Source: an optimization exercise on an open RTL-to-GDS flow (aim: small area, a short achievable clock period and few clock cycles). Production flows keep margins and buffers that such runs may drop.

run A:
// adc_scan_block_averager_core
module adc_scan_block_averager_core #(
  parameter int MAX_SLOTS = 8,
  parameter int CODE_BITS = 12
) (
  input  logic        clk,
  input  logic        rst_n,
  input  logic        in_valid,
  output logic        in_ready,
  input  logic [1:0]  in_opcode,
  input  logic [11:0] in_adc_code,
  output logic        out_valid,
  input  logic        out_ready,
  output logic [1:0]  out_kind,
  output logic [2:0]  out_slot,
  output logic [2:0]  out_chan,
  output logic [11:0] out_avg_code,
  output logic [27:0] out_microvolts,
  output logic        out_last,
  input  logic        cfg_we,
  input  logic [2:0]  cfg_index,
  input  logic [23:0] cfg_wdata
);
For scale: about 4100 cells after synthesis, about 790 flip-flops, roughly 0.045 mm2 of cells after synthesis.
clock: 7.0 ns
lec_check: 0
cap_margin: 20
core_margin: 2
core_utilization: 50
cts_cluster_diameter: 80
cts_cluster_size: 24
setup_slack_margin: 2.0
slew_margin: 20
run.sh (not shown) runs the stock make flow with config.mk's settings and CLKGATE_MAP_FILE= SYNTH_SCRIPT=/design/flow/synth_recipe.tcl, a recipe that flattens the netlist after the stock synthesis.
### run A -> run B
--- a/flow/design.v
+++ b/flow/design.v
@@ -218,48 +218,47 @@
   end
   assign cchan = !in_opcode[0] ? map_r[2:0] :
                  !roundend ? chan_nx :
                  all_done_r ? 3'd0 : map_r[2:0];
   logic adv;
   assign adv = !ov_r || out_ready;
   logic        pv   [NS+1];
-  logic [2:0]  ptag [NS+1];
+  logic [7:0]  fed_r;    
   logic [7:0]  pr   [NS+1];
   logic [11:0] px   [NS+1];
   logic [7:0]  nr   [NS];
   logic [11:0] nx   [NS];
   logic        mv   [NS+1];
   logic [7:0]  c_sh;
   logic [7:0]  csm1;     
-  logic [7:0]  csm2;     
   logic        ceq;      
   logic        feed;
   logic        busy;    
   logic        ld_avg;
   logic ld_now;
   logic full_up [NS+1];   
-  assign ceq    = r_cnt == (r_pend ? csm2 : csm1);
+  assign ceq    = r_cc == csm1;
   logic [7:0] nm1oh;
   logic [7:0] l_cnt;
   logic       l_pend;
   logic       fire_last_r;
   logic       ceq_last_r;
-  logic [7:0] csm1_d, csm2_d;
+  logic [7:0] csm1_d;
   always_comb begin
     l_cnt  = '0;
     l_pend = 1'b0;
     for (int i = 0; i < 8; i++) begin
       nm1oh[i] = nm1 == 3'(i);
       l_cnt    = l_cnt | (cnt_r[i] & {8{nm1oh[i] & ~zsc_r[i]}});
       l_pend   = l_pend | (pend_r[i] & nm1oh[i]);
     end
   end
   always_ff @(posedge clk) begin
     fire_last_r <= l_cnt >= (l_pend ? f2_r : f1_r);
-    ceq_last_r  <= l_cnt == (l_pend ? csm2_d : csm1_d);
+    ceq_last_r  <= l_cnt + 8'(l_pend) == csm1_d;
   end
   logic a_fire, a_ceq;
   assign a_fire = roundend ? (fire_last_r && pos_r == nm1) : r_fire;
   assign a_ceq  = roundend ? ceq_last_r : ceq;
   assign ld_now = rend && spec_r && pv[NS] && adv && (!a_fire || a_ceq);
   assign ld_avg = (fm_r || ld_now) && adv && pv[NS];
   always_comb begin
@@ -291,45 +290,42 @@
   assign feed_arr  = res_run && spec_r && a_fire && (pos_r <= nm1) && s0_free && c_ok;
   assign spec_fail = res_run && a_fire && (pos_r <= nm1) && !(s0_free && c_ok);
   assign wstep     = wact_r && (!r_fire || (s0_free && (!busy || ceq)));
   assign feed_walk = wstep && r_fire;
   assign wlast     = pos_r == nm1;
   assign feed = feed_arr || feed_walk;
   assign csm1_d = feed ? r_cc : csm1;
-  assign csm2_d = feed ? r_cc - 8'd1 : csm2;
   logic flush;
   assign flush = (acc && (is_start || is_stop)) || cfg_we;
   logic fast;
   assign fast   = spec_r && !spec_fail;
   logic s0_free_e, fail_e;
   assign s0_free_e = !pv[0] || !full_up[0] || (spec_r && pv[NS] && adv && (!a_fire || a_ceq));
   assign fail_e    = a_fire && (pos_r <= nm1) && !(s0_free_e && c_ok);
   assign fire_e    = !spec_r || fail_e || busy || (a_fire && pos_r <= nm1);
   always_ff @(posedge clk) begin
     if (feed) begin
       pr[0]   <= r_s[19:12];
       px[0]   <= r_s[11:0];
-      ptag[0] <= rsel[1] ? 3'd1 : rsel[2] ? 3'd2 : rsel[3] ? 3'd3 : rsel[4] ? 3'd4 :
-                 rsel[5] ? 3'd5 : rsel[6] ? 3'd6 : rsel[7] ? 3'd7 : 3'd0;
       c_sh    <= r_div;
       csm1    <= csm1_d;
-      csm2    <= csm2_d;
     end
     for (int j = 0; j < NS; j++) begin
       if (mv[j]) begin
         pr[j+1]   <= nr[j];
         px[j+1]   <= nx[j];
-        ptag[j+1] <= ptag[j];
       end
     end
   end
   always_ff @(posedge clk) begin
     if (!rst_n || flush || (rend && !fast)) begin
       for (int j = 0; j <= NS; j++) pv[j] <= 1'b0;
+      fed_r <= '0;
     end else begin
+      fed_r <= (fed_r & ~(eoh & {8{ld_avg}})) | (rsel & {8{feed}});
       pv[0] <= feed || (pv[0] && !mv[0]);
       for (int j = 0; j < NS; j++) pv[j+1] <= mv[j] || (pv[j+1] && !mv[j+1]);
     end
   end
   function automatic void csa(input logic [35:0] a, input logic [35:0] b,
                               input logic [35:0] c, output logic [35:0] s,
                               output logic [35:0] cy);
@@ -363,15 +359,18 @@
     csa(l2[0], l2[1], l2[2], l3[0], l3[1]);
     pv_s = l3[0];
     pv_c = l3[1];
   end
   logic [2:0] etag;
   logic [7:0] eoh;       
   logic [7:0] e_rnd;
-  assign etag = ptag[NS];
+  always_comb begin
+    etag = 3'd0;
+    for (int i = 7; i >= 0; i--) if (fed_r[i]) etag = 3'(i);
+  end
   always_comb begin
     e_rnd = '0;
     for (int i = 0; i < 8; i++) begin
       eoh[i] = etag == 3'(i);
       e_rnd  = e_rnd | (rnd_r[i] & {8{eoh[i] & ~zr_r[i]}});
     end
   end
--- outcome ---
[compare] base=run A new=run B: post-synthesis simple-gate area fraction picked up an extra 0.41 points, layout overhead on the synthesized area dropped 0.70 points.
Against run A, via count in run B fell by a few percent.
Via count of the first global-routing pass sits lower in run B than in run A.
Across run A and run B, none had a timing, DRC or antenna violation.
Die area for run B: 0.0016 mm2 down relative to run A
Changes observed in run B relative to run A: total met2 wirelength after detailed routing now smaller; sequential share of layout area went down by 0.37 points.
Function was not checked in any run of this note: the RTL went through the layout flow alone.

==> static timing again, ports no longer ideal <==
No port has a modelled driver above. Below, the same layouts with a new extraction and two added sets of constraints.
Step 1 sets driving cells, clkbuf_16 on the clock port and buf_2 on the other inputs (assumed; they add their load-dependent delay and slew).
Step 2 moves the port delays by t, midway between the first and last clock arrival at a register: inputs arrive t later, outputs are due t later. That takes back most of the time a late clock gives input paths.
Slacks: ideal ports / drivers / drivers and shift; pairs: ideal ports / drivers.
run | t, ns | setup slack, ns | cell pins on the clock port's net
run A | 0.683 | 1.828 / 1.761 / 1.534 | 1
run B | 0.684 | 1.813 / 1.746 / 1.502 | 1
After both steps setup and hold are still met in every run listed. The setup slack of run B, which loses most, moves by -0.067 ns with the drivers and by -0.311 ns with both steps.
